Source: an optimization exercise on an open RTL-to-GDS flow (aim: small area, a short achievable clock period and few clock cycles per item). Production flows keep margins and buffers that such runs may drop. Only simulation tests tie the RTL to the original design; equivalence was not proved. No activity file was given, so power comes from the tool's default toggle rates.

$ cat flow/design.v
package dqsa_pkg;
  localparam int unsigned DqsaDepth = 128;
  localparam int unsigned DataW = 32;
  typedef enum logic {
    REQ_ENQ = 1'b0,
    REQ_DEQ = 1'b1
  } req_type_e;
  typedef enum logic [1:0] {
    ST_OK        = 2'd0,
    ST_OVERFLOW  = 2'd1,
    ST_UNDERFLOW = 2'd2
  } status_e;
  typedef enum logic {
    S_IDLE = 1'b0,
    S_READ = 1'b1
  } ctrl_state_e;
  typedef struct packed {
    logic accept;     
    logic load_now;   
    logic load_ram;   
  } dqsa_cmd_t;
  typedef struct packed {
    logic deq_hit;    
    logic out_busy;   
  } dqsa_sts_t;
endpackage
module dual_queue_shared_array #(
  parameter int unsigned DEPTH = 128
) (
  input  logic        clk_i,
  input  logic        rst_ni,
  input  logic        s_axis_tvalid,
  output logic        s_axis_tready,
  input  logic [31:0] s_axis_tdata,    
  input  logic [1:0]  s_axis_tuser,    
  output logic        m_axis_tvalid,
  input  logic        m_axis_tready,
  output logic [31:0] m_axis_tdata,    
  output logic [1:0]  m_axis_tuser     
);
  localparam int unsigned D  = 128;
  localparam int unsigned AW = 7;
  logic          rdy_q;
  logic [AW:0]   ext_a_q, ext_b_q;      
  logic [AW-1:0] hd_a_q, hd_b_q;        
  logic          empty_a_q, empty_b_q;  
  logic          last_a_q, last_b_q;    
  logic          full_q;                
  logic [AW:0]   free_q;                
  logic [D-1:0][31:0] mem_q;
  logic take;
  logic enq_ok, enq_a, enq_b, deq_a, deq_b, deq_ok, sel_b, sel_empty;
  logic [1:0] status;
  always_comb begin
    take      = s_axis_tvalid && rdy_q;
    sel_b     = s_axis_tuser[1];
    sel_empty = sel_b ? empty_b_q : empty_a_q;
    enq_ok    = take && !s_axis_tuser[0] && !full_q;
    enq_a     = enq_ok && !sel_b;
    enq_b     = enq_ok &&  sel_b;
    deq_ok    = s_axis_tuser[0] && !sel_empty;
    deq_a     = take && deq_ok && !sel_b;
    deq_b     = take && deq_ok &&  sel_b;
    if (s_axis_tuser[0]) status = sel_empty ? 2'd2 : 2'd0;
    else                 status = full_q    ? 2'd1 : 2'd0;
  end
  logic [AW:0]   ext_a_d, ext_b_d, free_d;
  logic [AW-1:0] hd_a_d, hd_b_d;
  logic          empty_a_d, empty_b_d, last_a_d, last_b_d, full_d;
  always_comb begin
    ext_a_d   = ext_a_q;
    hd_a_d    = hd_a_q;
    empty_a_d = empty_a_q;
    last_a_d  = last_a_q;
    ext_b_d   = ext_b_q;
    hd_b_d    = hd_b_q;
    empty_b_d = empty_b_q;
    last_b_d  = last_b_q;
    free_d    = free_q;
    full_d    = full_q;
    if (enq_a) begin
      ext_a_d   = ext_a_q + 1'b1;
      empty_a_d = 1'b0;
      last_a_d  = empty_a_q;
      free_d    = free_q - 1'b1;
      full_d    = (free_q == (AW+1)'(1));
    end
    if (enq_b) begin
      ext_b_d   = ext_b_q + 1'b1;
      empty_b_d = 1'b0;
      last_b_d  = empty_b_q;
      free_d    = free_q - 1'b1;
      full_d    = (free_q == (AW+1)'(1));
    end
    if (deq_a) begin
      if (last_a_q) begin
        ext_a_d   = '0;
        hd_a_d    = '0;
        empty_a_d = 1'b1;
        last_a_d  = 1'b0;
        free_d    = free_q + ext_a_q;
        full_d    = 1'b0;
      end else begin
        hd_a_d    = hd_a_q + 1'b1;
        last_a_d  = ({1'b0, hd_a_q} + (AW+1)'(2) == ext_a_q);
      end
    end
    if (deq_b) begin
      if (last_b_q) begin
        ext_b_d   = '0;
        hd_b_d    = '0;
        empty_b_d = 1'b1;
        last_b_d  = 1'b0;
        free_d    = free_q + ext_b_q;
        full_d    = 1'b0;
      end else begin
        hd_b_d    = hd_b_q + 1'b1;
        last_b_d  = ({1'b0, hd_b_q} + (AW+1)'(2) == ext_b_q);
      end
    end
  end
  always_ff @(posedge clk_i or negedge rst_ni) begin
    if (!rst_ni) begin
      ext_a_q   <= '0;
      hd_a_q    <= '0;
      empty_a_q <= 1'b1;
      last_a_q  <= 1'b0;
      ext_b_q   <= '0;
      hd_b_q    <= '0;
      empty_b_q <= 1'b1;
      last_b_q  <= 1'b0;
      free_q    <= (AW+1)'(D);
      full_q    <= 1'b0;
    end else begin
      ext_a_q   <= ext_a_d;
      hd_a_q    <= hd_a_d;
      empty_a_q <= empty_a_d;
      last_a_q  <= last_a_d;
      ext_b_q   <= ext_b_d;
      hd_b_q    <= hd_b_d;
      empty_b_q <= empty_b_d;
      last_b_q  <= last_b_d;
      free_q    <= free_d;
      full_q    <= full_d;
    end
  end
  logic [D-1:0] dec_ta, dec_tb, ha_ok, hb_ok;
  logic [D-1:0] wen, rsel_d;
  always_comb begin
    for (int i = 0; i < D; i++) begin
      dec_ta[i] = (ext_a_q[AW-1:0] == AW'(i));
      dec_tb[i] = (~ext_b_q[AW-1:0] == AW'(i));
      ha_ok[i]  = (hd_a_q == AW'(i)) && !empty_a_q;
      hb_ok[i]  = (~hd_b_q == AW'(i)) && !empty_b_q;
    end
    wen    = ({D{enq_a}} & dec_ta) | ({D{enq_b}} & dec_tb);
    rsel_d = {D{s_axis_tuser[0]}} & (sel_b ? hb_ok : ha_ok);
  end
  always_ff @(posedge clk_i) begin
    for (int i = 0; i < D; i++) begin
      if (wen[i]) mem_q[i] <= s_axis_tdata;
    end
  end
  localparam int unsigned G  = 4;         
  localparam int unsigned GW = D / G;     
  logic         v1_q;
  logic [1:0]   st1_q;
  logic [D-1:0] rsel_q;
  always_ff @(posedge clk_i) begin
    rsel_q <= rsel_d;
    st1_q  <= status;
  end
  logic [G-1:0][31:0] part;
  always_comb begin
    for (int g = 0; g < G; g++) begin
      part[g] = '0;
      for (int k = 0; k < GW; k++) begin
        part[g] = part[g] | (mem_q[g*GW+k] & {32{rsel_q[g*GW+k]}});
      end
    end
  end
  logic               v2_q;
  logic [1:0]         st2_q;
  logic [G-1:0][31:0] part_q;
  always_ff @(posedge clk_i) begin
    part_q <= part;
    st2_q  <= st1_q;
  end
  logic [31:0] rdata;
  always_comb begin
    rdata = '0;
    for (int g = 0; g < G; g++) rdata = rdata | part_q[g];
  end
  logic [33:0] res;
  assign res = {st2_q, rdata};
  localparam int unsigned K = 4;
  logic [33:0]  e0_q;
  logic [33:0]  e_q [1:K-1];
  logic [2:0]   cnt_q;
  logic         ov_q;               
  logic         pop;
  logic [2:0]   cnt_d;
  logic [2:0]   need;
  assign pop   = ov_q && m_axis_tready;
  assign cnt_d = cnt_q - {2'b0, pop} + {2'b0, v2_q};
  assign need  = cnt_d + {2'b0, v1_q} + {2'b0, take};
  always_ff @(posedge clk_i or negedge rst_ni) begin
    if (!rst_ni) begin
      v1_q  <= 1'b0;
      v2_q  <= 1'b0;
      cnt_q <= '0;
      ov_q  <= 1'b0;
      rdy_q <= 1'b0;
    end else begin
      v1_q  <= take;
      v2_q  <= v1_q;
      cnt_q <= cnt_d;
      ov_q  <= cnt_d != '0;
      rdy_q <= (need <= 3'(K - 1));
    end
  end
  always_ff @(posedge clk_i or negedge rst_ni) begin
    if (!rst_ni) begin
      e0_q <= '0;
    end else if (!ov_q || m_axis_tready) begin
      e0_q <= (cnt_q >= 3'd2) ? e_q[1] : res;
    end
  end
  always_ff @(posedge clk_i) begin
    for (int j = 1; j < K; j++) begin
      if (pop && cnt_q >= 3'(j + 2)) begin
        e_q[j] <= e_q[j+1 < K ? j+1 : j];
      end else if ((pop && cnt_q == 3'(j + 1)) || (!pop && cnt_q <= 3'(j))) begin
        e_q[j] <= res;
      end
    end
  end
  assign s_axis_tready = rdy_q;
  assign m_axis_tvalid = ov_q;
  assign m_axis_tuser  = e0_q[33:32];
  assign m_axis_tdata  = e0_q[31:0];
endmodule
$ cat flow/run.sh
#!/bin/bash
# synth_recipe.tcl (not shown) runs the flow's synth.tcl, then flattens the netlist and writes it again
# the make line also repeats each setting of config.mk as NAME=value (left out here)
make -C /OpenROAD-flow-scripts/flow DESIGN_CONFIG=/design/flow/config.mk WORK_HOME=/design/flow/orfs CLKGATE_MAP_FILE= SYNTH_SCRIPT=/design/flow/synth_recipe.tcl finish
$ cat flow/config.mk
export PLATFORM = sky130hd
export DESIGN_NAME = dual_queue_shared_array
export DESIGN_NICKNAME = dual_queue_shared_array
export VERILOG_FILES = /design/flow/design.v
export SDC_FILE = /design/flow/constraint.sdc
export NUM_CORES = 4
export LEC_CHECK = 0
export ABC_CLOCK_PERIOD_IN_PS = 2700
export CAP_MARGIN = 20
export CORE_MARGIN = 2
export CORE_UTILIZATION = 60
export CTS_CLUSTER_DIAMETER = 100
export CTS_CLUSTER_SIZE = 30
export PLACE_DENSITY = 0.68
export SETUP_SLACK_MARGIN = 3.3
export SLEW_MARGIN = 20
export TNS_END_PERCENT = 10
$ cat flow/constraint.sdc
create_clock -name core_clock -period 6.0 [get_ports {clk_i}]
set_input_delay 1.2000 -clock core_clock [delete_from_list [all_inputs] [get_ports {clk_i}]]
set_output_delay 1.2000 -clock core_clock [all_outputs]
set_load 0.01 [all_outputs]
==> results of run 1 <==
## logic make-up (layout without fill, tap and decap cells)
logic type	count (synthesis)	after routing	share of synthesized area (%)
other	0	47	0
buffers and inverters	576	826	1.37
multiplexers	11	11	0.0710
AO/OA/AOI/OAI	2532	2532	11.3
adder cells (fa/ha/maj)	45	45	0.366
XOR/XNOR	50	50	0.270
flip-flops	4542	4542	82.2
AND/OR/NAND/NOR	1230	1231	4.43
## per-layer routing
metal	routed length, um	track usage [%]
met2	240000	58.1
met3	81600	10.8
met5	412	0.277
met1	191000	55.3
met4	28700	16.8
## state kept, by name, indices dropped and copies added, names as in the netlist, 3 cells and up
signal and count:
cnt_q 3, e0_q 34, e_q 102, ext_a_q 8, ext_b_q 8, free_q 8, hd_a_q 7, hd_b_q 7
mem_q 4096, part_q 128, rsel_q 128
## Yosys cell counts (4+ instances only)
master / count
edfxtp_1: 4198
a22oi_1: 2051
nand4_1: 521
clkbuf_1: 476
dfxtp_1: 260
o22ai_1: 242
nor2_1: 142
nand2_1: 131
or4_1: 129
and2_1: 121
a21oi_1: 118
dfrtp_1: 81
o21ai_0: 76
inv_1: 59
nand3_1: 42
nor2b_1: 42
ha_1: 41
nor4_1: 36
xnor2_1: 27
xor2_1: 23
buf_2: 21
or2_2: 18
a32oi_1: 16
nor3_1: 13
buf_1: 9
buf_4: 9
mux2i_1: 7
nand3b_1: 6
fa_1: 4
mux2_2: 4
nand2_2: 4
## worst register-to-register path: cells and delay by family (launching register included)
kind | cells | cell delay (ns)
adder cells (fa/ha/maj) | 1 | 0.42
buffers and inverters | 2 | 0.65
AND/OR/NAND/NOR | 1 | 0.50
AO/OA/AOI/OAI | 1 | 0.35
flip-flops | 1 | 0.55
## layout make-up
| type | instances | area [um2] |
|---|---|---|
| timing repair buffer | 487 | 5220 |
| clock inverter | 20 | 294 |
| clock buffer | 259 | 4690 |
| inverter | 60 | 225 |
| fill | 17700 | 91200 |
| tap | 3552 | 4440 |
| sequential | 4542 | 134000 |
| antenna | 47 | 118 |
| multi-input combinational | 3869 | 28700 |
## stage by stage
stage          worst slack (ns)  std cells  total power [W]
6_report                   3.14      12800           0.0564
3_3_place_gp              0.955      12500           0.0419
3_5_place_dp              0.887      12500           0.0420
5_1_grt                    3.11      12800           0.0577
2_1_floorplan              2.35       8986           0.0391
4_1_cts                    3.14      12800           0.0561
## power by group
part / switching [W] / internal (W)
clock network: 0.00922 / 0.00558
registers: 0.000892 / 0.0356
logic: 0.00366 / 0.00141
total: 0.0138 / 0.0426
## path summary, 6_finish.rpt
path	slack, ns	end	startpoint
max	3.14	mem_q[3637]$_DFFE_PP_	ext_a_q[1]$_DFF_PN0_
min	0.08	v1_q$_DFF_PN0_	rst_ni
max reg2reg	3.14	mem_q[3637]$_DFFE_PP_	ext_a_q[1]$_DFF_PN0_
min reg2reg	0.34	st2_q[1]$_DFF_P_	st1_q[1]$_SDFF_PN0_
max in group asynchronous	4.86	ext_b_q[2]$_DFF_PN0_	rst_ni
min in group core_clock	0.34	st2_q[1]$_DFF_P_	st1_q[1]$_SDFF_PN0_
## timing repair
item / 4_1_cts / 5_1_grt
gates cloned: 3 / 1
setup buffers: 39 / 9
resized for setup: 275 / 25
setup endpoints to repair: 4175 / 3329
pin swaps: 13 / 1
==> out/results.ini, run 1 <==
[yosys]
yosysWarnings = 2
yosys_most_used_dff = edfxtp_1
yosysTopAreaCell = edfxtp_1
syn-cell-area_um2 = 162000
ys_seq_area_share_pct = 82.2
yosysTopAreaCellShare_pct = 77.7
synth_cell_types = 65
syn_inst = 8986
syn_avg_cell_area_um2 = 18.0
async_flop_share_pct = 1.85
syn_nets = 9069
synth_seq_cells = 4542
ys_top_cells_by_area = edfxtp_1 78%, a22oi_1 9.5%, dfxtp_1 3.2%
synth_edf_count = 4198

[clocking]
cts-buffers-inserted = 172
cts_tree = done
clk_pin_slew_ns = 0.12
cts-root-buf = clkbuf_16
cts.sinks = 4542
h-tree-depth = 4
max-clock-path-buffers = 3
holdBufCountCts = 0
insertion_delay_ns = 0.96

[critical_path]
required_ns = 6.59
crit_slowest_cell = dfrtp_1
worstPathCellList = inv_1, ha_1, nand2_2, o22ai_4, buf_8
critPathKind = flip-flop to flip-flop
critical_path_depth = 5
worstPathMaxFanout = 32
crit_path_end_kind = flip-flop
max_stage_delay_ns = 0.55
start_kind = flip-flop
critPathBufInv = 2
rr_worst_depth = 5
worstPathArrival_ns = 3.45
critical_path.top_delay_family = buffers and inverters

[final_layout]
post-route-util_pct = 66.0
finalNetCount = 9215
syn_to_final_growth_pct = 9.26
final_common_cell = edfxtp_1
layout-drive-gt1-share_pct = 10.7
final_area_um2 = 177000
mostFrequentLayoutCells = 4198 x edfxtp_1, 2051 x a22oi_1, 521 x nand4_1

[grt]
gr-total-overflow = 0
grt_max_degree = 131
grt_pass1_vias = 90500
grt_pass1_wl_um = 734000
grtUsageTotal_pct = 39.2
antenna_found_initial = 64

[min_path]
hp-class = input pin to asynchronous set/reset pin

[sta]
skew_ns = 0.0465
holdWs_ns = 0.0758
setup-tns-final_ns = 0
tightest_slew_ns = 1.25
slew_headroom_pct = 16.9
hold_viol_final = 0
min_period_over_period_pct = 47.6
finalSetupViolations = 0
rsz0062_at_grt = true
fmax_ghz = 0.350
slew_violations = 0
fin_crit_ns = 2.86

[placed_design]
io_buffers = 73
hpwl_um = 291000
gp_congestion = 1.04
placed_area_um2 = 170000

[die]
ios = 74
rows = 190
coreArea_um2 = 268000
die_w_um = 524
start_util_pct = 60.4
die_h_um = 524
die_area_um2 = 274000

[route]
drt-initial-drc-count = 18400
vias = 97200
dr.pass1.iters = 8
via_per_inst = 7.58
ant_nets = 0
drt_wl_total_um = 542000
wire_per_inst_um = 42.2
drc_errors = 0

[status]
status = complete, no violations

[power_and_ir_drop]
ir_drop_mv = 0.350
p_per_area_nw_per_um2 = 318
power.static_leakage_nw = 53.9

[job]
drv_cap = 0

Testbench counts, summed over its fixed seeds: cycles 24,024, items 24,000.
==> run 2, diff against run 1 <==
==> flow/flow/run.sh (new file) <==
#!/bin/bash
set -euo pipefail
bash standard.sh finish "BUFFER_PORTS_ARGS=-buffer_cell sky130_fd_sc_hd__buf_2" > flow_make.log 2>&1
==> flow/standard.sh (new file) <==
#!/bin/bash
# synth_recipe.tcl (not shown) runs the flow's synth.tcl, then flattens the netlist and writes it again
# the make line also repeats each setting of config.mk as NAME=value (left out here)
make -C /OpenROAD-flow-scripts/flow DESIGN_CONFIG=/design/flow/config.mk WORK_HOME=/design/flow/orfs CLKGATE_MAP_FILE= SYNTH_SCRIPT=/design/flow/synth_recipe.tcl "${@:-finish}"
--- a/flow/config.mk
+++ b/flow/config.mk
@@ -8,10 +8,10 @@
 export ABC_CLOCK_PERIOD_IN_PS = 2700
 export CAP_MARGIN = 20
 export CORE_MARGIN = 2
-export CORE_UTILIZATION = 60
+export CORE_UTILIZATION = 50
 export CTS_CLUSTER_DIAMETER = 100
 export CTS_CLUSTER_SIZE = 30
-export PLACE_DENSITY = 0.68
-export SETUP_SLACK_MARGIN = 3.3
+export PLACE_DENSITY = 0.6
+export SETUP_SLACK_MARGIN = 3.4
 export SLEW_MARGIN = 20
 export TNS_END_PERCENT = 10
removed: flow/run.sh
==> run 2 against run 1 <==
  * Utilization down 11 points
  * Count of clock-buffer cells in the layout decreased by 1
  * Final cell count up 6.6%
  * Synthesized area did not move
  * Critical path depth decreased by 1
  * Setup slack lost 0.050 ns
==> out/results.ini, run 2 <==
[status]
status = complete, no violations

[die]
ios = 74  ; unchanged
rows = 209  ; +10%
start_util_pct = 50.1  ; -10 points
die_area_um2 = 329000  ; +20%
die_h_um = 574  ; +9.5%
coreArea_um2 = 323000  ; +21%
die_w_um = 574  ; +9.5%

[final_layout]
stdcell_count = 13700  ; +6.6%
reg_top3 = mem_q (4096), part_q (128), rsel_q (128)
final_area_um2 = 179000  ; +1.3%
largest_reg_flops = 4096  ; unchanged
regMostFlops = mem_q
final_common_cell = edfxtp_1
num-fill-cells = 24700  ; +40%
finalNetCount = 9307  ; +1.0%
syn_to_final_growth_pct = 10.7
layout-drive-gt1-share_pct = 12.1  ; +1.4 points
mostFrequentLayoutCells = 4198 x edfxtp_1, 2051 x a22oi_1, 521 x nand4_1

[sta]
hold_viol_final = 0  ; unchanged
tightest_slew_ns = 1.20  ; -0.0433 ns
skew_ns = 0.0488  ; +0.00232 ns
finalSetupViolations = 0  ; unchanged
fmax_ghz = 0.344  ; -1.7%
min_period_over_period_pct = 48.5  ; +0.84 points
slew_violations = 0  ; unchanged
setup-tns-final_ns = 0  ; unchanged
slew_headroom_pct = 19.5  ; +2.6 points
setup_ws_ns = 3.09  ; -0.0501 ns
rsz0062_at_grt = true
fin_crit_ns = 2.91  ; +0.0501 ns

[clocking]
insertion_delay_ns = 0.96  ; about the same
cts.sinks = 4542  ; unchanged
cts-root-buf = clkbuf_16
h-tree-depth = 4  ; unchanged
holdBufCountCts = 0  ; unchanged
clk_pin_slew_ns = 0.11  ; about the same
cts_tree = done
max-clock-path-buffers = 4  ; +1
cts-buffers-inserted = 177  ; +2.9%

[critical_path]
r2r_start = rsel_q[14]$_DFF_P_
cp-startpoint = rsel_q[14]$_DFF_P_
start_kind = flip-flop
r2r-end = part_q[28]$_DFF_P_
setup.worst_path.end = part_q[28]$_DFF_P_
reg2reg_slack_ns = 3.09  ; -0.05 ns
critPathKind = flip-flop to flip-flop
crit_path_end_kind = flip-flop
worstPathArrival_ns = 3.62  ; +0.17 ns
worstPathMaxFanout = 21  ; -34%
required_ns = 6.71  ; +0.12 ns
rr_worst_depth = 4  ; -1

[route]
wire_per_inst_um = 42.1  ; -0.16%
drt-initial-drc-count = 17100  ; -7.0%
drt_wl_total_um = 576000  ; +6.4%
drc_errors = 0  ; unchanged
ant_nets = 0  ; unchanged
dr.pass1.iters = 5  ; -3
vias = 97400  ; +0.16%
via_per_inst = 7.12  ; -6.1%

[grt]
gr-total-overflow = 0  ; unchanged
grt_pass1_wl_um = 769000  ; +4.7%
grt_max_degree = 83  ; -37%
met2_usage_pct = 52.4  ; -5.7 points
met3_usage_pct = 6.79  ; -4.0 points
grt_pass1_vias = 90600  ; +0.17%
busiest_layer = met2
use_met1_pct = 48.0  ; -7.4 points
grtUsageTotal_pct = 34.0  ; -5.2 points
antenna_found_initial = 59  ; -7.8%

[yosys]
synth_cell_types = 65  ; unchanged
syn-cell-area_um2 = 162000  ; unchanged
yosysTopAreaCellShare_pct = 77.7  ; unchanged
synth_seq_cells = 4542  ; unchanged
syn_inst = 8986  ; unchanged
synth_commonest_cells = 4198 x edfxtp_1, 2051 x a22oi_1, 521 x nand4_1, 476 x clkbuf_1, 260 x dfxtp_1
synth.most_common_cell = edfxtp_1
async_flop_share_pct = 1.85  ; unchanged
ys_top_cells_by_area = edfxtp_1 78%, a22oi_1 9.5%, dfxtp_1 3.2%
ys_seq_area_share_pct = 82.2  ; unchanged
yosysWarnings = 2  ; unchanged
yosysTopAreaCell = edfxtp_1
synth_edf_count = 4198  ; unchanged
syn_avg_cell_area_um2 = 18.0  ; unchanged
yosys_most_used_dff = edfxtp_1
syn_nets = 9069  ; unchanged

[power_and_ir_drop]
ir_drop_mv = 0.304  ; -13%
power.static_leakage_nw = 54.6  ; +1.2%
p_per_area_nw_per_um2 = 317  ; -0.46%

[min_path]
hp-class = input pin to asynchronous set/reset pin

[placed_design]
dpl_worst_slack_ns = 1.16  ; +0.275 ns
hpwl_um = 312000  ; +7.2%
gp_congestion = 1.01  ; -2.6%
placed_area_um2 = 171000  ; +0.36%
place_inst = 13200  ; +6.3%
io_buffers = 73  ; unchanged

[job]
drv_cap = 0  ; unchanged

-- run 2: cell count changes in the layout (fill, tap and decap cells not counted), sizes merged, moves of 2 or more --
cell,change
diode,-7
clkinv,-2
dlygate4sd2,-31
buf,+104
clkdlybuf4s15,-6
clkbuf,+17
bufinv,+2
inv,-4
-- run 2: layer usage --
metal | routed length [um] | vias to the layer above
met5 | 292 | -
met3 | 70700 | 1172
met4 | 28400 | 46
li1 | - | 37800
met2 | 262000 | 7336
met1 | 215000 | 51000
-- run 2: cell type report --
type | count | area [um2] | share of cell area [%]
Tap cell | 4325 | 5410 | 3.01
Inverter | 60 | 225 | 0.125
Multi-Input combinational cell | 3871 | 28800 | 16.0
Sequential cell | 4542 | 134000 | 74.4
Timing Repair Buffer | 572 | 6400 | 3.56
Antenna cell | 40 | 100 | 0.0558
Clock inverter | 17 | 262 | 0.146
Clock buffer | 258 | 4780 | 2.66
-- run 2: what timing repair did --
action	in CTS	in global routing
pin swaps	20	13
endpoints found under the setup margin	4183	4171
resized for setup	221	186
cloned	13	22
setup buffers	63	27
-- run 2: cell families (layout without fill, tap and decap cells) --
kind of cell               Yosys count  after routing  share of synthesized area [%]
AOI/OAI and AO/OA                 2532           2533                           11.3
DFF                               4542           4542                           82.2
buffers and inverters              576            907                           1.37
muxes                               11             11                         0.0710
xor gates and xnor gates            50             50                          0.270
other                                0             40                              0
adders and majority gates           45             45                          0.366
and+or+nand+nor                   1230           1232                           4.43
-- run 2: worst min-delay path by stage --
stage	startpoint	slack (ns)	end	cells past startpoint
floorplan	st1_q[0]$_SDFF_PP0_	0.31	st2_q[0]$_DFF_P_	0
global placement	st1_q[1]$_SDFF_PN0_	0.31	st2_q[1]$_DFF_P_	0
detailed placement	st1_q[1]$_SDFF_PN0_	0.31	st2_q[1]$_DFF_P_	0
CTS	rst_ni	0.21	e0_q[25]$_DFFE_PN0P_	1
global route	rst_ni	0.25	e0_q[25]$_DFFE_PN0P_	1
finish	rst_ni	0.24	e0_q[22]$_DFFE_PN0P_	1
-- run 2: critical path, cell delays in order, from the launching register on --
cell and delay, ns:
dfxtp_2 0.61, buf_4 0.38, a22oi_1 0.26, nand4_1 0.45, or4_1 0.94
-- run 2: through the flow --
stage	utilization, %	hold WS (ns)	total power [W]
floorplan	-	0.310	0.0391
global placement	52.9	0.313	0.0420
detailed placement	52.9	0.312	0.0420
CTS	55.0	0.207	0.0566
global route	55.5	0.254	0.0582
finish	55.5	0.240	0.0568
-- run 2: where the power goes --
part / switching, W / internal (W)
combinational: 0.00375 / 0.00139
clock: 0.00941 / 0.00577
sequential: 0.000904 / 0.0356
total: 0.0141 / 0.0428
==> run 3, diff against run 2 <==
--- a/flow/design.v
+++ b/flow/design.v
@@ -40,7 +40,7 @@
 );
   localparam int unsigned D  = 128;
   localparam int unsigned AW = 7;
-  logic          rdy_q;
+  logic          rdy;                   
   logic [AW:0]   ext_a_q, ext_b_q;      
   logic [AW-1:0] hd_a_q, hd_b_q;        
   logic          empty_a_q, empty_b_q;  
@@ -52,7 +52,7 @@
   logic enq_ok, enq_a, enq_b, deq_a, deq_b, deq_ok, sel_b, sel_empty;
   logic [1:0] status;
   always_comb begin
-    take      = s_axis_tvalid && rdy_q;
+    take      = s_axis_tvalid && rdy;
     sel_b     = s_axis_tuser[1];
     sel_empty = sel_b ? empty_b_q : empty_a_q;
     enq_ok    = take && !s_axis_tuser[0] && !full_q;
@@ -144,21 +144,31 @@
       full_q    <= full_d;
     end
   end
-  logic [D-1:0] dec_ta, dec_tb, ha_ok, hb_ok;
-  logic [D-1:0] wen, rsel_d;
+  logic [D-1:0] ha_ok, hb_ok, rsel_d;
   always_comb begin
     for (int i = 0; i < D; i++) begin
-      dec_ta[i] = (ext_a_q[AW-1:0] == AW'(i));
-      dec_tb[i] = (~ext_b_q[AW-1:0] == AW'(i));
       ha_ok[i]  = (hd_a_q == AW'(i)) && !empty_a_q;
       hb_ok[i]  = (~hd_b_q == AW'(i)) && !empty_b_q;
     end
-    wen    = ({D{enq_a}} & dec_ta) | ({D{enq_b}} & dec_tb);
     rsel_d = {D{s_axis_tuser[0]}} & (sel_b ? hb_ok : ha_ok);
   end
+  logic [AW-1:0] waddr;
+  logic [7:0]    wlo_q;
+  logic [15:0]   whi_q;
+  logic [31:0]   wdata_q;
+  logic [D-1:0]  wen;
+  assign waddr = sel_b ? ~ext_b_q[AW-1:0] : ext_a_q[AW-1:0];
+  always_ff @(posedge clk_i) begin
+    for (int j = 0; j < 8; j++)  wlo_q[j] <= enq_ok && (waddr[2:0] == 3'(j));
+    for (int j = 0; j < 16; j++) whi_q[j] <= (waddr[6:3] == 4'(j));
+    wdata_q <= s_axis_tdata;
+  end
+  always_comb begin
+    for (int i = 0; i < D; i++) wen[i] = wlo_q[i % 8] && whi_q[i / 8];
+  end
   always_ff @(posedge clk_i) begin
     for (int i = 0; i < D; i++) begin
-      if (wen[i]) mem_q[i] <= s_axis_tdata;
+      if (wen[i]) mem_q[i] <= wdata_q;
     end
   end
   localparam int unsigned G  = 4;         
@@ -197,32 +207,31 @@
   logic [33:0]  e0_q;
   logic [33:0]  e_q [1:K-1];
   logic [2:0]   cnt_q;
-  logic         ov_q;               
+  logic         ov;                 
   logic         pop;
   logic [2:0]   cnt_d;
-  logic [2:0]   need;
-  assign pop   = ov_q && m_axis_tready;
+  logic alive_q;
+  assign rdy   = alive_q && ({1'b0, cnt_q} + {3'b0, v1_q} + {3'b0, v2_q}) <= 4'(K - 1);
+  assign ov    = cnt_q != '0;
+  assign pop   = ov && m_axis_tready;
   assign cnt_d = cnt_q - {2'b0, pop} + {2'b0, v2_q};
-  assign need  = cnt_d + {2'b0, v1_q} + {2'b0, take};
-  always_ff @(posedge clk_i or negedge rst_ni) begin
-    if (!rst_ni) begin
+  always_ff @(posedge clk_i or negedge rst_ni) begin
+    if (!rst_ni) begin
+      alive_q <= 1'b0;
       v1_q  <= 1'b0;
       v2_q  <= 1'b0;
       cnt_q <= '0;
-      ov_q  <= 1'b0;
-      rdy_q <= 1'b0;
     end else begin
+      alive_q <= 1'b1;
       v1_q  <= take;
       v2_q  <= v1_q;
       cnt_q <= cnt_d;
-      ov_q  <= cnt_d != '0;
-      rdy_q <= (need <= 3'(K - 1));
     end
   end
   always_ff @(posedge clk_i or negedge rst_ni) begin
     if (!rst_ni) begin
       e0_q <= '0;
-    end else if (!ov_q || m_axis_tready) begin
+    end else if (!ov || m_axis_tready) begin
       e0_q <= (cnt_q >= 3'd2) ? e_q[1] : res;
     end
   end
@@ -235,8 +244,18 @@
       end
     end
   end
-  assign s_axis_tready = rdy_q;
-  assign m_axis_tvalid = ov_q;
+  logic tready_q, tvalid_q;
+  always_ff @(posedge clk_i or negedge rst_ni) begin
+    if (!rst_ni) begin
+      tready_q <= 1'b0;
+      tvalid_q <= 1'b0;
+    end else begin
+      tready_q <= ({1'b0, cnt_d} + {3'b0, v1_q} + {3'b0, take}) <= 4'(K - 1);
+      tvalid_q <= cnt_d != '0;
+    end
+  end
+  assign s_axis_tready = tready_q;
+  assign m_axis_tvalid = tvalid_q;
   assign m_axis_tuser  = e0_q[33:32];
   assign m_axis_tdata  = e0_q[31:0];
 endmodule
==> flow/flow/run.sh (replaced) <==
#!/bin/bash
set -euo pipefail
bash standard.sh finish \
  "BUFFER_PORTS_ARGS=-buffer_cell sky130_fd_sc_hd__buf_2" \
  "POST_GLOBAL_PLACE_TCL=$PWD/flow/move_out.tcl" > flow_make.log 2>&1
==> flow/flow/move_out.tcl (new file) <==
# Place the flip-flop that drives each output port's buffer on top of that
# buffer; detailed placement then legalizes it next to the buffer.
set block [ord::get_db_block]
set moved 0
foreach bterm [$block getBTerms] {
  if {[$bterm getIoType] != "OUTPUT"} { continue }
  set net [$bterm getNet]
  if {$net == "NULL"} { continue }
  set buf ""
  foreach it [$net getITerms] {
    if {[$it isOutputSignal]} { set buf [$it getInst] }
  }
  if {$buf == ""} { continue }
  set innet ""
  foreach it [$buf getITerms] {
    if {[$it isInputSignal]} { set innet [$it getNet] }
  }
  if {$innet == "" || $innet == "NULL"} { continue }
  set ff ""
  foreach it [$innet getITerms] {
    if {[$it isOutputSignal]} { set ff [$it getInst] }
  }
  if {$ff == ""} { continue }
  if {![[$ff getMaster] isSequential]} { continue }
  set loc [$buf getLocation]
  $ff setLocation [lindex $loc 0] [lindex $loc 1]
  incr moved
}
puts "move_out: placed $moved output flip-flops at their port buffers"
--- a/flow/config.mk
+++ b/flow/config.mk
@@ -8,10 +8,10 @@
 export ABC_CLOCK_PERIOD_IN_PS = 2700
 export CAP_MARGIN = 20
 export CORE_MARGIN = 2
-export CORE_UTILIZATION = 50
-export CTS_CLUSTER_DIAMETER = 100
-export CTS_CLUSTER_SIZE = 30
-export PLACE_DENSITY = 0.6
-export SETUP_SLACK_MARGIN = 3.4
+export CORE_UTILIZATION = 56
+export CTS_CLUSTER_DIAMETER = 90
+export CTS_CLUSTER_SIZE = 24
+export PLACE_DENSITY = 0.64
+export SETUP_SLACK_MARGIN = 3.45
 export SLEW_MARGIN = 20
 export TNS_END_PERCENT = 10
==> run 3 against run 2 <==
  * Worst hold slack improved by 0.049 ns
  * First-iteration DRC count increased by 8.9%
  * Sequential power is essentially flat
  * Critical path depth is 2 lower
  * Fmax is 5.5% higher
  * Count of clock-buffer cells in the layout up 125
  * Sequential share of layout area rose by 2.2 points
  * Utilization grew 5.1 points
  * Via count grew 0.21%
  * Combinational power shrank 26%
  * Final cell count is 3.4% lower
  * Setup slack better by 0.15 ns
  * Critical path type unchanged
  * Critical endpoint is now mem_q[3424]$_DFFE_PP_
  * Highest routed layer unchanged
==> out/results.ini, run 3 <==
[status]
status = complete, no violations

[yosys]
syn_inst = 9036  ; +0.56%
ys_seq_area_share_pct = 82.3  ; about the same
async_flop_share_pct = 1.85  ; about the same
synth_edf_count = 4198  ; unchanged
synth_seq_cells = 4599  ; +1.3%
yosysTopAreaCell = edfxtp_1
yosys_most_used_dff = edfxtp_1
synth.most_common_cell = edfxtp_1
syn_avg_cell_area_um2 = 18.1  ; +0.28%
syn_nets = 9113  ; +0.49%
yosysWarnings = 2  ; unchanged
ys_top_cells_by_area = edfxtp_1 77%, a22oi_1 7.0%, dfxtp_1 3.9%
syn-cell-area_um2 = 164000  ; +0.84%
synth_cell_types = 70  ; +7.7%
yosysTopAreaCellShare_pct = 77.1  ; -0.65 points
synth_commonest_cells = 4198 x edfxtp_1, 1526 x a22oi_1, 452 x clkbuf_1, 316 x dfxtp_1, 273 x nand3_1

[grt]
antenna_found_initial = 45  ; -24%
grt_pass1_vias = 90400  ; -0.27%
grt_max_degree = 139  ; +67%
met3_usage_pct = 9.72  ; +2.9 points
gr-total-overflow = 0  ; unchanged
use_met1_pct = 51.7  ; +3.7 points
grtUsageTotal_pct = 37.9  ; +3.9 points
grt_pass1_wl_um = 757000  ; -1.5%
busiest_layer = met2
met2_usage_pct = 57.6  ; +5.2 points

[critical_path]
start_kind = flip-flop
critPathBufInv = 1  ; unchanged
worstPathCellList = and2_2, buf_4
cp-startpoint = wlo_q[3]$_DFF_P_
required_ns = 6.59  ; -0.12 ns
worstPathMaxFanout = 18  ; -14%
r2r_start = wlo_q[3]$_DFF_P_
max_stage_delay_ns = 1.00  ; +0.06 ns
crit_path_end_kind = flip-flop
critical_path.top_delay_family = flip-flops
critPathKind = flip-flop to flip-flop
worstPathArrival_ns = 3.34  ; -0.28 ns
crit_slowest_cell = dfxtp_1

[power_and_ir_drop]
clockPowerShare_pct = 29.2  ; +2.5 points
p_per_area_nw_per_um2 = 326  ; +2.8%
total_power_w = 0.0573  ; +0.89%
swShare_pct = 23.3  ; -1.4 points
p_switching_w = 0.0134  ; -4.8%
internal-power_w = 0.0440  ; +2.8%
p_comb_share_pct = 6.6  ; -2.5 points
seqPwrFrac_pct = 64.1  ; about the same
ir_drop_mv = 0.307  ; +1.1%
power.static_leakage_nw = 55.3  ; +1.3%

[clocking]
cts_tree = done
holdBufCountCts = 0  ; unchanged
clk_pin_slew_ns = 0.09  ; -0.02 ns
max-clock-path-buffers = 4  ; unchanged
h-tree-depth = 4  ; unchanged
cts-root-buf = clkbuf_16
insertion_delay_ns = 0.97  ; about the same
cts-buffers-inserted = 218  ; +23%
cts.sinks = 4599  ; +1.3%

[route]
drt_wl_total_um = 568000  ; -1.4%
via_per_inst = 7.39  ; +3.8%
drt-initial-drc-count = 18700  ; +8.9%
dr.pass1.iters = 8  ; +3
wire_per_inst_um = 43.0  ; +2.1%
drc_errors = 0  ; unchanged
ant_nets = 0  ; unchanged
vias = 97600  ; +0.21%

[die]
die_area_um2 = 296000  ; -9.9%
coreArea_um2 = 291000  ; -10%
die_w_um = 544  ; -5.1%
ios = 74  ; unchanged
start_util_pct = 56.2  ; +6.1 points
rows = 198  ; -5.3%
die_h_um = 544  ; -5.1%

[final_layout]
syn_to_final_growth_pct = 7.66
mostFrequentLayoutCells = 4198 x edfxtp_1, 1526 x a22oi_1, 291 x buf_4
post-route-util_pct = 60.5  ; +5.1 points
num-fill-cells = 21000  ; -15%
layout-drive-gt1-share_pct = 10.4  ; -1.7 points
largest_reg_flops = 4096  ; unchanged
stdcell_count = 13200  ; -3.4%
regMostFlops = mem_q
reg_top3 = mem_q (4096), part_q (128), rsel_q (128)
final_common_cell = edfxtp_1
finalNetCount = 9191  ; -1.2%

[sta]
tightest_slew_ns = 1.06  ; -0.142 ns
setup-tns-final_ns = 0  ; unchanged
rsz0062_at_grt = true
min_period_over_period_pct = 45.9  ; -2.5 points
holdWs_ns = 0.288  ; +0.0488 ns
slew_violations = 0  ; unchanged
fmax_ghz = 0.363  ; +5.5%
slew_headroom_pct = 29.2  ; +9.8 points
skew_ns = 0.0460  ; -0.00279 ns
fin_crit_ns = 2.76  ; -0.151 ns
hold_viol_final = 0  ; unchanged
finalSetupViolations = 0  ; unchanged

[placed_design]
io_buffers = 73  ; unchanged
place_inst = 12800  ; -3.6%
hpwl_um = 274000  ; -12%

[job]
drv_cap = 0  ; unchanged

[min_path]
hp-class = input pin to asynchronous set/reset pin

-- run 3: worst paths after layout --
path,depth (start not counted),endpoint,slack (ns)
setup / recovery,2,mem_q[3424]$_DFFE_PP_,3.24
hold / removal,1,alive_q$_DFF_PN0_,0.29
setup reg to reg,2,mem_q[3424]$_DFFE_PP_,3.24
hold reg to reg,0,st2_q[1]$_DFF_P_,0.34
max in group asynchronous,2,e0_q[14]$_DFFE_PN0P_,4.26
min in group core_clock,1,wdata_q[28]$_DFF_P_,0.33
-- run 3: cell families (layout without fill, tap and decap cells) --
kind of cell	count (synthesis)	in the layout	synth area share (%)
fa+ha+maj	39	39	0.312
other cells	1	30	0.00229
flops	4599	4599	82.3
compound gates	2414	2414	11.1
simple gates	1353	1353	4.63
xor+xnor	47	47	0.252
buf+inv	570	818	1.32
mux	13	13	0.0826
-- run 3: routing by layer --
layer,share of wire (%),vias up,wire length (um)
met2,45,8425,254000
met1,34,50200,195000
met3,15,1565,85200
met5,0.033,-,186
met4,5.9,22,33300
li1,-,37400,-
-- run 3: power by group through the flow --
stage | clock, W | sequential (W) | combinational [W]
2_1_floorplan | 0 | 0.0371 | 0.00183
3_3_place_gp | 0 | 0.0376 | 0.00302
3_5_place_dp | 0 | 0.0376 | 0.00337
4_1_cts | 0.0167 | 0.0367 | 0.00367
5_1_grt | 0.0177 | 0.0368 | 0.00396
6_report | 0.0168 | 0.0368 | 0.00380
-- run 3: area by class of cell --
cell class / count / area (um2) / area share, %
well taps: 3900 / 4880 / 2.77
inverters: 62 / 240 / 0.136
diodes: 29 / 72.6 / 0.0412
multi-input cells: 3867 / 27200 / 15.4
clock inverters: 7 / 113 / 0.0640
repair buffers: 366 / 2610 / 1.48
clock buffers: 383 / 6140 / 3.49
flip-flops and latches: 4599 / 135000 / 76.6
-- run 3: metrics by stage --
step | setup WS [ns] | instance area, um2
after floorplan | 3.15 | 164000
after global placement | 2.38 | 169000
after detailed placement | 2.28 | 169000
after CTS | 3.26 | 176000
after global routing | 3.28 | 176000
final | 3.24 | 176000
-- run 3: repair_timing --
action,CTS,global route
hold endpoints to repair,0,0
resized for setup,55,9
endpoints found under the setup margin,176,238
pin swaps,3,0
setup buffers,29,0
Testbench counts of run 3, summed over its fixed seeds: cycles 24,024, items 24,000.
==> run 4, diff against run 3 <==
--- a/flow/design.v
+++ b/flow/design.v
@@ -144,13 +144,11 @@
       full_q    <= full_d;
     end
   end
-  logic [D-1:0] ha_ok, hb_ok, rsel_d;
-  always_comb begin
-    for (int i = 0; i < D; i++) begin
-      ha_ok[i]  = (hd_a_q == AW'(i)) && !empty_a_q;
-      hb_ok[i]  = (~hd_b_q == AW'(i)) && !empty_b_q;
-    end
-    rsel_d = {D{s_axis_tuser[0]}} & (sel_b ? hb_ok : ha_ok);
+  logic [AW-1:0] raddr;
+  logic [D-1:0]  rsel_d;
+  assign raddr = sel_b ? ~hd_b_q : hd_a_q;
+  always_comb begin
+    for (int i = 0; i < D; i++) rsel_d[i] = deq_ok && (raddr == AW'(i));
   end
   logic [AW-1:0] waddr;
   logic [7:0]    wlo_q;
@@ -228,11 +226,16 @@
       cnt_q <= cnt_d;
     end
   end
+  logic [33:0] e0s_q;
+  always_ff @(posedge clk_i) begin
+    if (!ov || m_axis_tready) e0s_q <= (cnt_q < 3'd2) ? res : e_q[1];
+  end
   always_ff @(posedge clk_i or negedge rst_ni) begin
     if (!rst_ni) begin
       e0_q <= '0;
-    end else if (!ov || m_axis_tready) begin
-      e0_q <= (cnt_q >= 3'd2) ? e_q[1] : res;
+    end else begin
+      e0_q <= (ov && !m_axis_tready) ? e0s_q :
+              (cnt_q >= 3'd2)        ? e_q[1] : res;
     end
   end
   always_ff @(posedge clk_i) begin
--- a/flow/config.mk
+++ b/flow/config.mk
@@ -12,6 +12,6 @@
 export CTS_CLUSTER_DIAMETER = 90
 export CTS_CLUSTER_SIZE = 24
 export PLACE_DENSITY = 0.64
-export SETUP_SLACK_MARGIN = 3.45
+export SETUP_SLACK_MARGIN = 3.6
 export SLEW_MARGIN = 20
-export TNS_END_PERCENT = 10
+export TNS_END_PERCENT = 20
==> run 4 against run 3 <==
  * Die area down 0.26%
  * Non-clock buffer count unchanged
  * Global-route usage is 0.20 points lower
  * Clock skew up 0.0095 ns
  * Via count is 0.84% lower
  * First-iteration DRC count grew 0.99%
  * Critical path depth unchanged
  * Design area about the same
  * Utilization grew 0.071 points
  * Critical path type unchanged
  * Largest power group unchanged
==> out/results.ini, run 4 <==
[grt]
grtUsageTotal_pct = 37.7  ; -0.20 points
grt_pass1_vias = 89100  ; -1.5%
grt_max_degree = 81  ; -42%
antenna_found_initial = 42  ; -6.7%
gr-total-overflow = 0  ; unchanged
grt_pass1_wl_um = 753000  ; -0.53%

[yosys]
synth_seq_cells = 4633  ; +0.74%
async_flop_share_pct = 1.83  ; -0.014 points
synth_edf_count = 4232  ; +0.81%
synth_cell_types = 74  ; +5.7%
syn_nets = 8961  ; -1.7%
syn_avg_cell_area_um2 = 18.3  ; +1.4%
ys_top_cells_by_area = edfxtp_1 78%, a22oi_1 7.1%, dfxtp_1 3.9%
synth.most_common_cell = edfxtp_1
yosys_most_used_dff = edfxtp_1
synth_commonest_cells = 4232 x edfxtp_1, 1537 x a22oi_1, 396 x clkbuf_1, 316 x dfxtp_1, 304 x nor2_1
yosysTopAreaCellShare_pct = 77.9  ; +0.83 points
yosysWarnings = 2  ; unchanged
syn_inst = 8891  ; -1.6%
yosysTopAreaCell = edfxtp_1
syn-cell-area_um2 = 163000  ; -0.26%
ys_seq_area_share_pct = 83.1  ; +0.84 points

[final_layout]
finalNetCount = 9088  ; -1.1%
reg_top3 = mem_q (4096), part_q (128), rsel_q (128)
final_common_cell = edfxtp_1
syn_to_final_growth_pct = 7.89
regMostFlops = mem_q
mostFrequentLayoutCells = 4232 x edfxtp_1, 1537 x a22oi_1, 302 x nor2_1
final_area_um2 = 176000  ; about the same
layout-drive-gt1-share_pct = 10.4  ; +0.013 points
num-fill-cells = 21000  ; +0.14%
largest_reg_flops = 4096  ; unchanged

[die]
die_h_um = 544  ; -0.13%
start_util_pct = 56.2  ; about the same
ios = 74  ; unchanged
coreArea_um2 = 290000  ; -0.17%
die_area_um2 = 296000  ; -0.26%
die_w_um = 544  ; -0.13%
rows = 198  ; unchanged

[sta]
holdWs_ns = 0.148  ; -0.140 ns
slew_headroom_pct = 24.2  ; -5.0 points
fin_crit_ns = 2.73  ; -0.0294 ns
rsz0062_at_grt = true
tightest_slew_ns = 1.14  ; +0.0751 ns
setup-tns-final_ns = 0  ; unchanged
setup_ws_ns = 3.27  ; +0.0294 ns
skew_ns = 0.0555  ; +0.00951 ns
min_period_over_period_pct = 45.5  ; -0.49 points
fmax_ghz = 0.367  ; +1.1%
slew_violations = 0  ; unchanged
hold_viol_final = 0  ; unchanged
finalSetupViolations = 0  ; unchanged

[critical_path]
critPathKind = flip-flop to flip-flop
start_kind = flip-flop
required_ns = 6.59  ; about the same
worstPathMaxFanout = 18  ; unchanged
crit_path_end_kind = flip-flop
worstPathArrival_ns = 3.32  ; -0.02 ns

[power_and_ir_drop]
power.static_leakage_nw = 55.5  ; +0.44%
ir_drop_mv = 0.292  ; -4.8%
p_per_area_nw_per_um2 = 329  ; +0.99%

[clocking]
max-clock-path-buffers = 4  ; unchanged
cts_tree = done
cts.sinks = 4633  ; +0.74%
insertion_delay_ns = 0.97  ; about the same
clk_pin_slew_ns = 0.09  ; about the same
cts-buffers-inserted = 220  ; +0.92%
cts-root-buf = clkbuf_16
h-tree-depth = 4  ; unchanged

[route]
ant_nets = 0  ; unchanged
drc_errors = 0  ; unchanged
wire_per_inst_um = 42.9  ; -0.22%
dr.pass1.iters = 8  ; unchanged
drt-initial-drc-count = 18800  ; +0.99%
drt_wl_total_um = 563000  ; -0.88%
via_per_inst = 7.37  ; -0.18%
vias = 96800  ; -0.84%

[status]
status = complete, no violations

[placed_design]
io_buffers = 73  ; unchanged
hpwl_um = 270000  ; -1.6%
dpl_worst_slack_ns = 2.40  ; +0.119 ns
placed_area_um2 = 169000  ; -0.12%

[job]
drv_cap = 0  ; unchanged

[min_path]
hp-class = input pin to asynchronous set/reset pin

==> run 4: changes by cell type after synthesis, sizes merged, moves of 17 or more <==
cell / previous run / this run
edfxtp: 4198 / 4232
or2: 17 / 0
o22ai: 127 / 2
nor2: 177 / 306
and2: 257 / 132
o21ai: 66 / 35
nand2: 115 / 169
clkbuf: 452 / 399
==> run 4: cell type report <==
cell class | instances | area (um2) | share of cell area, %
Clock inverter | 11 | 103 | 0.0583
Inverter | 59 | 250 | 0.142
Clock buffer | 388 | 6220 | 3.54
Multi-Input combinational cell | 3738 | 25900 | 14.7
Tap cell | 3900 | 4880 | 2.77
Sequential cell | 4633 | 136000 | 77.2
Timing Repair Buffer | 366 | 2670 | 1.52
Antenna cell | 31 | 77.6 | 0.0441
==> run 4: per-stage QoR <==
| stage | utilization (%) | power [W] | instances |
|---|---|---|---|
| 6_report | 60.6 | 0.0579 | 13100 |
| 5_1_grt | 60.6 | 0.0591 | 13100 |
| 4_1_cts | 60.6 | 0.0576 | 13100 |
| 3_5_place_dp | 58.3 | 0.0413 | 12700 |
| 3_3_place_gp | 58.3 | 0.0410 | 12700 |
| 2_1_floorplan | - | 0.0394 | 8891 |
==> run 4: metal layers <==
metal | routed length (um) | share of wire, % | up-vias | global-route usage [%]
met5 | 156 | 0.028 | - | 0
met4 | 30600 | 5.4 | 22 | 16.0
met3 | 83500 | 15 | 1395 | 8.74
met2 | 252000 | 45 | 8371 | 57.1
met1 | 197000 | 35 | 50100 | 53.0
li1 | - | - | 36900 | -
==> run 4: path summary, 6_finish.rpt <==
kind | slack [ns] | depth (start not counted) | to | startpoint
max | 3.27 | 2 | mem_q[2343]$_DFFE_PP_ | wlo_q[1]$_DFF_P_
min | 0.15 | 1 | tready_q$_DFF_PN0_ | rst_ni
max reg2reg | 3.27 | 2 | mem_q[2343]$_DFFE_PP_ | wlo_q[1]$_DFF_P_
min reg2reg | 0.38 | 0 | st2_q[0]$_DFF_P_ | st1_q[0]$_SDFF_PP0_
max in group asynchronous | 4.54 | 2 | e0_q[15]$_DFF_PN0_ | rst_ni
min in group core_clock | 0.32 | 1 | wdata_q[3]$_DFF_P_ | s_axis_tdata[3]
==> run 4: power by group <==
part,switching [W],internal [W]
sequential,0.000934,0.0363
combinational,0.00266,0.00110
clock,0.00980,0.00712
==> run 4: what timing repair did <==
item | 4_1_cts | 5_1_grt
setup buffers | 16 | 1
pin swaps | 11 | 1
endpoints found under the setup margin | 522 | 558
hold buffers | 0 | 0
resized for setup | 42 | 14
cloned | 0 | 0
==> run 4: cell families after synthesis <==
group                      after synthesis  share of synthesized area [%]
xor gates and xnor gates                47                          0.252
adders and majority gates               32                          0.259
DFF                                   4633                           83.1
muxes                                   16                          0.104
and+or+nand+nor                       1383                           4.48
AOI/OAI and AO/OA                     2259                           10.6
other                                    1                        0.00230
buffers and inverters                  520                           1.22
==> run 4: critical path, cell delays in order (launching register included) <==
cell	delay, ns
dfxtp_1	1.00
and2_2	0.82
buf_4	0.53
Testbench counts of run 4, summed over its fixed seeds: cycles 24,024, items 24,000.
==> run 5, diff against run 4 <==
--- a/flow/design.v
+++ b/flow/design.v
@@ -151,22 +151,16 @@
     for (int i = 0; i < D; i++) rsel_d[i] = deq_ok && (raddr == AW'(i));
   end
   logic [AW-1:0] waddr;
-  logic [7:0]    wlo_q;
-  logic [15:0]   whi_q;
+  logic [D-1:0]  wen_q;
   logic [31:0]   wdata_q;
-  logic [D-1:0]  wen;
   assign waddr = sel_b ? ~ext_b_q[AW-1:0] : ext_a_q[AW-1:0];
   always_ff @(posedge clk_i) begin
-    for (int j = 0; j < 8; j++)  wlo_q[j] <= enq_ok && (waddr[2:0] == 3'(j));
-    for (int j = 0; j < 16; j++) whi_q[j] <= (waddr[6:3] == 4'(j));
+    for (int i = 0; i < D; i++) wen_q[i] <= enq_ok && (waddr == AW'(i));
     wdata_q <= s_axis_tdata;
   end
-  always_comb begin
-    for (int i = 0; i < D; i++) wen[i] = wlo_q[i % 8] && whi_q[i / 8];
-  end
   always_ff @(posedge clk_i) begin
     for (int i = 0; i < D; i++) begin
-      if (wen[i]) mem_q[i] <= wdata_q;
+      if (wen_q[i]) mem_q[i] <= wdata_q;
     end
   end
   localparam int unsigned G  = 4;         
==> run 5 against run 4 <==
  * Setup slack gained 0.083 ns
  * Synthesized area grew 1.1%
  * Sequential power grew 2%
  * Highest routed layer unchanged
==> out/results.ini, run 5 <==
[status]
status = complete, no violations

[final_layout]
mostFrequentLayoutCells = 4232 x edfxtp_1, 1539 x a22oi_1, 397 x nor2_1
final_area_um2 = 178000  ; +1.0%
layout-drive-gt1-share_pct = 10.2  ; -0.21 points
syn_to_final_growth_pct = 7.79  ; about the same
num-fill-cells = 21000  ; +0.10%
ff_latch_area_um2 = 138000  ; +1.7%
stdcell_count = 13200  ; +0.86%
regMostFlops = mem_q
final_common_cell = edfxtp_1
finalNetCount = 9203  ; +1.3%
largest_reg_flops = 4096  ; unchanged
multiInputGateArea_um2 = 25400  ; -1.9%
post-route-util_pct = 60.6  ; about the same

[sta]
fmax_ghz = 0.378  ; +3.1%
setup-tns-final_ns = 0  ; unchanged
slew_violations = 0  ; unchanged
tightest_slew_ns = 1.20  ; +0.0662 ns
min_period_over_period_pct = 44.1  ; -1.4 points
fin_crit_ns = 2.64  ; -0.0825 ns
hold_viol_final = 0  ; unchanged
finalSetupViolations = 0  ; unchanged
slew_headroom_pct = 19.8  ; -4.4 points
skew_ns = 0.0481  ; -0.00744 ns
rsz0062_at_grt = true

[clocking]
holdBufCountCts = 0  ; unchanged
cts_tree = done
cts.sinks = 4737  ; +2.2%
h-tree-depth = 4  ; unchanged
cts-buffers-inserted = 224  ; +1.8%
max-clock-path-buffers = 4  ; unchanged
clk_pin_slew_ns = 0.10  ; about the same
cts-root-buf = clkbuf_16
insertion_delay_ns = 0.95  ; -0.02 ns

[yosys]
yosysTopAreaCellShare_pct = 77.1  ; -0.85 points
ys_top_cells_by_area = edfxtp_1 77%, a22oi_1 7.0%, dfxtp_1 5.1%
synth_seq_cells = 4737  ; +2.2%
syn_inst = 9003  ; +1.3%
yosysWarnings = 2  ; unchanged
yosysTopAreaCell = edfxtp_1
synth.most_common_cell = edfxtp_1
ys_seq_area_share_pct = 83.4  ; +0.35 points
synth_edf_count = 4232  ; unchanged
yosys_most_used_dff = edfxtp_1
syn_nets = 9073  ; +1.2%
synth_commonest_cells = 4232 x edfxtp_1, 1539 x a22oi_1, 420 x dfxtp_1, 401 x nor2_1, 380 x clkbuf_1
syn-cell-area_um2 = 165000  ; +1.1%
synth_cell_types = 74  ; unchanged
syn_avg_cell_area_um2 = 18.3  ; -0.15%
async_flop_share_pct = 1.79  ; -0.040 points

[critical_path]
setup.worst_path.end = m_axis_tdata[10]
cp-startpoint = e0_q[10]$_DFF_PN0_
max_stage_delay_ns = 0.39  ; -0.61 ns
critical_path.top_delay_family = flip-flops
rr_worst_depth = 5  ; +3
crit_path_end_kind = output pin
critical_path_depth = 1  ; -1
reg2reg_slack_ns = 3.41  ; +0.14 ns
r2r_start = rsel_q[45]$_DFF_P_
worstPathMaxFanout = 1  ; -17
crit_slowest_cell = dfrtp_1
r2r-end = part_q[34]$_DFF_P_
critPathKind = flip-flop to output pin
worstPathCellList = buf_2
worstPathArrival_ns = 1.44  ; -1.88 ns
start_kind = flip-flop
required_ns = 4.80  ; -1.79 ns
critPathBufInv = 1  ; unchanged

[placed_design]
place_inst = 12800  ; +1.1%
placed_area_um2 = 171000  ; +1.1%
hpwl_um = 269000  ; -0.14%
io_buffers = 73  ; unchanged

[grt]
grt_pass1_vias = 90100  ; +1.2%
gr-total-overflow = 0  ; unchanged
antenna_found_initial = 40  ; -4.8%
grt_pass1_wl_um = 755000  ; +0.29%
grtUsageTotal_pct = 37.2  ; -0.50 points
grt_max_degree = 97  ; +20%

[die]
die_area_um2 = 299000  ; +1.1%
die_h_um = 547  ; +0.55%
ios = 74  ; unchanged
start_util_pct = 56.2  ; about the same
coreArea_um2 = 294000  ; +1.1%
die_w_um = 547  ; +0.55%
rows = 199  ; +0.51%

[power_and_ir_drop]
ir_drop_mv = 0.308  ; +5.4%
p_per_area_nw_per_um2 = 329  ; +0.14%
power.static_leakage_nw = 55.9  ; +0.80%

[job]
drv_cap = 0  ; unchanged

[route]
wire_per_inst_um = 43.0  ; +0.19%
vias = 97400  ; +0.65%
drt-initial-drc-count = 18600  ; -1.1%
ant_nets = 0  ; unchanged
via_per_inst = 7.36  ; -0.21%
dr.pass1.iters = 6  ; -2
drt_wl_total_um = 569000  ; +1.1%
drc_errors = 0  ; unchanged

[min_path]
hp-class = input pin to asynchronous set/reset pin

## run 5: where the power goes
part | switching, W | internal [W]
Sequential | 0.000946 | 0.0369
Combinational | 0.00248 | 0.00107
Clock | 0.00991 | 0.00719
Total | 0.0133 | 0.0452
## run 5: final cells by class
class                      count  area share [%]
tap                         3919            2.76
timing repair buffer         367            1.49
antenna                       20          0.0282
clock buffer                 385            3.54
multi-input combinational   3742            14.3
clock inverter                 8          0.0387
sequential                  4737            77.7
inverter                      61           0.131
## run 5: routing by layer
metal,GRT usage [%],share of wire (%)
met2,57.1,45
met1,50.8,34
met4,16.2,5.4
met3,9.47,15
met5,0,0.015
## run 5: how the worst min path moves through the flow
| stage | from | end | slack, ns | cells after the start |
|---|---|---|---|---|
| 5_1_grt | rst_ni | e0_q[28]$_DFF_PN0_ | 0.14 | 1 |
| 2_1_floorplan | st1_q[0]$_SDFF_PP0_ | st2_q[0]$_DFF_P_ | 0.31 | 0 |
| 3_3_place_gp | st1_q[0]$_SDFF_PP0_ | st2_q[0]$_DFF_P_ | 0.31 | 0 |
| 4_1_cts | rst_ni | e0_q[29]$_DFF_PN0_ | 0.1 | 1 |
| 6_report | rst_ni | e0_q[29]$_DFF_PN0_ | 0.13 | 1 |
| 3_5_place_dp | st1_q[0]$_SDFF_PP0_ | st2_q[0]$_DFF_P_ | 0.32 | 0 |
## run 5: cell families after synthesis
logic type | share of synthesized area [%]
fa+ha+maj | 0.256
xor+xnor | 0.228
flops | 83.4
other cells | 0.00227
buf+inv | 1.21
compound gates | 10.5
mux | 0.0986
simple gates | 4.23
## run 5: metrics by stage
stage               total power, W  setup slack (ns)  hold slack [ns]
floorplan                   0.0402              3.33            0.310
global placement            0.0418              2.16            0.315
detailed placement          0.0419              2.13            0.317
CTS                         0.0583              3.18           0.0954
global route                0.0598              3.33            0.140
finish                      0.0585              3.36            0.131
## run 5: what timing repair did
item | 4_1_cts | 5_1_grt
resized for setup | 11 | 31
endpoints found under the hold margin | 0 | 0
setup buffers | 2 | 7
endpoints found under the setup margin | 458 | 356
pin swaps | 1 | 1
gates cloned | 0 | 1
Testbench counts of run 5, summed over its fixed seeds: cycles 24,024, items 24,000.
==> run 6, diff against run 5 <==
--- a/flow/config.mk
+++ b/flow/config.mk
@@ -8,10 +8,10 @@
 export ABC_CLOCK_PERIOD_IN_PS = 2700
 export CAP_MARGIN = 20
 export CORE_MARGIN = 2
-export CORE_UTILIZATION = 56
+export CORE_UTILIZATION = 60
 export CTS_CLUSTER_DIAMETER = 90
-export CTS_CLUSTER_SIZE = 24
-export PLACE_DENSITY = 0.64
+export CTS_CLUSTER_SIZE = 27
+export PLACE_DENSITY = 0.68
 export SETUP_SLACK_MARGIN = 3.6
 export SLEW_MARGIN = 20
 export TNS_END_PERCENT = 20
==> run 6 against run 5 <==
  * Critical path depth did not move
  * Combinational power fell by 3%
  * Critical endpoint is now m_axis_tdata[25]
  * Count of clock-buffer cells in the layout fell by 38
  * Synthesized cell count did not move
  * Critical path type unchanged
  * Utilization rose by 4.0 points
  * Worst hold slack improved by 0.032 ns
  * Wire length fell by 3.0%
  * Non-clock buffer count rose by 2
  * Largest power group unchanged
==> out/results.ini, run 6 <==
[final_layout]
multiInputGateArea_um2 = 25400  ; about the same
syn_to_final_growth_pct = 7.18
final_common_cell = edfxtp_1
ff_latch_area_um2 = 138000  ; unchanged
finalNetCount = 9183  ; -0.22%
layout-drive-gt1-share_pct = 10.0  ; -0.15 points
num-fill-cells = 18100  ; -14%
mostFrequentLayoutCells = 4232 x edfxtp_1, 1539 x a22oi_1, 397 x nor2_1
post-route-util_pct = 64.6  ; +4.0 points
regMostFlops = mem_q
largest_reg_flops = 4096  ; unchanged

[power_and_ir_drop]
p_per_area_nw_per_um2 = 326  ; -1.1%
internal-power_w = 0.0445  ; -1.5%
ir_drop_mv = 0.280  ; -9.1%
power.static_leakage_nw = 55.6  ; -0.54%
swShare_pct = 22.7  ; -0.10 points
p_comb_share_pct = 6.0  ; about the same
seqPwrFrac_pct = 65.8  ; +1.1 points
clockPowerShare_pct = 28.2  ; -1.0 points
p_switching_w = 0.0131  ; -2.1%

[yosys]
synthXorXnorAreaFrac_pct = 0.228  ; unchanged
yosysWarnings = 2  ; unchanged
synth_mux_area_share_pct = 0.0986  ; unchanged
synth_top_family_by_area = compound AO/OA/AOI/OAI gates
yosysTopAreaCell = edfxtp_1
syn_inst = 9003  ; unchanged
synth.most_common_cell = edfxtp_1
yosys_most_used_dff = edfxtp_1
syn_avg_cell_area_um2 = 18.3  ; unchanged
synthAdderAreaFrac_pct = 0.256  ; unchanged
synth_compound_area_share_pct = 10.5  ; unchanged
syn_nets = 9073  ; unchanged
synth_cell_types = 74  ; unchanged
synth_edf_count = 4232  ; unchanged
ys_top_cells_by_area = edfxtp_1 77%, a22oi_1 7.0%, dfxtp_1 5.1%
async_flop_share_pct = 1.79  ; unchanged
synth_simple_gate_area_share_pct = 4.23  ; unchanged
yosysTopAreaCellShare_pct = 77.1  ; unchanged
ys_seq_area_share_pct = 83.4  ; unchanged
synth_seq_cells = 4737  ; unchanged
synth_commonest_cells = 4232 x edfxtp_1, 1539 x a22oi_1, 420 x dfxtp_1, 401 x nor2_1, 380 x clkbuf_1
syn-cell-area_um2 = 165000  ; unchanged

[min_path]
hp-class = input pin to asynchronous set/reset pin

[grt]
grt_max_degree = 97  ; unchanged
grtUsageTotal_pct = 39.0  ; +1.9 points
gr-total-overflow = 0  ; unchanged
antenna_found_initial = 46  ; +15%
grt_pass1_vias = 89900  ; -0.17%
grt_pass1_wl_um = 739000  ; -2.2%

[critical_path]
reg2reg_slack_ns = 3.43  ; +0.02 ns
worstPathMaxFanout = 1  ; unchanged
critPathKind = flip-flop to output pin
critical_path.top_delay_family = flip-flops
crit_path_end_kind = output pin
required_ns = 4.80  ; about the same
critPathBufInv = 1  ; unchanged
worstPathCellList = buf_6
worstPathArrival_ns = 1.47  ; +0.03 ns
r2r_start = cnt_q[2]$_DFF_PN0_
max_stage_delay_ns = 0.41  ; +0.02 ns
r2r-end = e_q[3][22]$_DFFE_PP_
rr_worst_depth = 5  ; unchanged
start_kind = flip-flop
crit_slowest_cell = dfrtp_1

[clocking]
clk_pin_slew_ns = 0.10  ; about the same
holdBufCountCts = 0  ; unchanged
max-clock-path-buffers = 4  ; unchanged
cts_tree = done
cts-root-buf = clkbuf_16
cts-buffers-inserted = 202  ; -9.8%
cts.sinks = 4737  ; unchanged
insertion_delay_ns = 0.97  ; +0.02 ns
h-tree-depth = 4  ; unchanged

[die]
die_area_um2 = 279000  ; -6.6%
ios = 74  ; unchanged
die_w_um = 528  ; -3.4%
die_h_um = 528  ; -3.4%
rows = 192  ; -3.5%
coreArea_um2 = 274000  ; -6.8%
start_util_pct = 60.3  ; +4.1 points

[status]
status = complete, no violations

[route]
via_per_inst = 7.57  ; +2.9%
vias = 97500  ; +0.11%
ant_nets = 0  ; unchanged
dr.pass1.iters = 8  ; +2
wire_per_inst_um = 42.8  ; -0.39%
drt_wl_total_um = 552000  ; -3.0%
drt-initial-drc-count = 18800  ; +0.62%
drc_errors = 0  ; unchanged

[sta]
holdWs_ns = 0.163  ; +0.0324 ns
hold_viol_final = 0  ; unchanged
rsz0062_at_grt = true
finalSetupViolations = 0  ; unchanged
fmax_ghz = 0.374  ; -1.1%
skew_ns = 0.0707  ; +0.0226 ns
tightest_slew_ns = 1.12  ; -0.0843 ns
min_period_over_period_pct = 44.6  ; +0.49 points
fin_crit_ns = 2.67  ; +0.0292 ns
setup_ws_ns = 3.33  ; -0.0292 ns
slew_violations = 0  ; unchanged
slew_headroom_pct = 25.4  ; +5.6 points
setup-tns-final_ns = 0  ; unchanged

[job]
drv_cap = 0  ; unchanged

[placed_design]
hpwl_um = 263000  ; -2.2%
dpl_worst_slack_ns = 2.09  ; -0.0436 ns
io_buffers = 73  ; unchanged

-- run 6: cell counts after synthesis --
No cell type changed its count.
-- run 6: stage by stage --
stage / power [W] / instances / instance area [um2]
2_1_floorplan: 0.0402 / 9003 / 165000
3_3_place_gp: 0.0417 / 12500 / 171000
3_5_place_dp: 0.0419 / 12500 / 171000
4_1_cts: 0.0573 / 12800 / 176000
5_1_grt: 0.0589 / 12900 / 177000
6_report: 0.0576 / 12900 / 177000
-- run 6: cell type report --
cell class              instances  share of cell area (%)
well taps                    3589                    2.54
inverters                      61                   0.132
clock buffers                 347                    3.19
repair buffers                369                    1.50
flip-flops and latches       4737                    78.1
clock inverters                 6                  0.0623
diodes                         35                  0.0496
multi-input cells            3742                    14.4
-- run 6: cell families (layout without fill, tap and decap cells) --
family,after synthesis,in the layout
AO/OA/AOI/OAI,2268,2268
multiplexers,15,15
AND/OR/NAND/NOR,1383,1383
flip-flops,4737,4737
other,1,36
buffers and inverters,524,783
adder cells (fa/ha/maj),32,32
XOR/XNOR,43,43
-- run 6: worst max-delay path by stage --
stage / startpoint / to / slack (ns) / cells past startpoint
final: e0_q[25]$_DFF_PN0_ / m_axis_tdata[25] / 3.33 / 1
after global routing: e0_q[25]$_DFF_PN0_ / m_axis_tdata[25] / 3.29 / 1
after floorplan: m_axis_tready / tvalid_q$_DFF_PN0_ / 3.33 / 7
after global placement: s_axis_tuser[1] / free_q[6]$_DFF_PN0_ / 2.12 / 5
after CTS: cnt_q[1]$_DFF_PN0_ / e0_q[32]$_DFF_PN0_ / 3.24 / 5
after detailed placement: s_axis_tuser[1] / rsel_q[73]$_DFF_P_ / 2.09 / 7
-- run 6: what timing repair did --
item / 4_1_cts / 5_1_grt
buffers inserted: 1 / 13
endpoints found under the setup margin: 417 / 399
pin swaps: 0 / 3
gates resized for setup: 9 / 39
-- run 6: layer usage --
layer	GRT usage [%]	vias up	part of all wire (%)
li1	-	37200	-
met5	0	-	0.030
met1	53.0	49400	33
met3	10.8	1739	16
met4	18.5	24	6.1
met2	59.2	9161	45
-- run 6: power by group through the flow --
stage               clock network (W)  registers [W]  logic, W
finish                         0.0162         0.0379   0.00345
floorplan                           0         0.0383   0.00189
global placement                    0         0.0386   0.00309
global route                   0.0172         0.0379   0.00372
CTS                            0.0161         0.0378   0.00334
detailed placement                  0         0.0386   0.00331

==> re-timing with driven ports <==
Ports are ideal in the flow. The routed layouts listed here were re-timed in OpenROAD.
Step 1 (the two cells are an assumption about what drives the block):
set clk [get_ports {clk_i}]
set_driving_cell -lib_cell sky130_fd_sc_hd__clkbuf_16 $clk
set_driving_cell -lib_cell sky130_fd_sc_hd__buf_2 [delete_from_list [all_inputs] $clk]
Step 2 also shifts input and output timing later by t, the mid clock arrival at the registers, as if the neighbouring blocks saw the same clock.
Slacks: ideal ports / drivers / drivers and shift; pairs: ideal ports / drivers.
| run | t (ns) | slack for setup (ns) | worst setup path after step 2 |
|---|---|---|---|
| run 1 | 1.014 | 3.142 / 3.084 / 2.231 | input to register |
| run 2 | 1.030 | 3.092 / 3.084 / 2.134 | input to register |
| run 3 | 1.042 | 3.243 / 3.190 / 2.558 | input to register |
| run 4 | 1.042 | 3.273 / 3.187 / 2.551 | input to register |
| run 5 | 1.038 | 3.355 / 3.246 / 2.658 | input to register |
| run 6 | 1.036 | 3.326 / 3.222 / 2.710 | input to register |
After both steps every run listed still meets setup and hold. For run 2, which loses most, drivers alone change the setup slack by -0.008 ns; drivers and shift together by -0.958 ns.
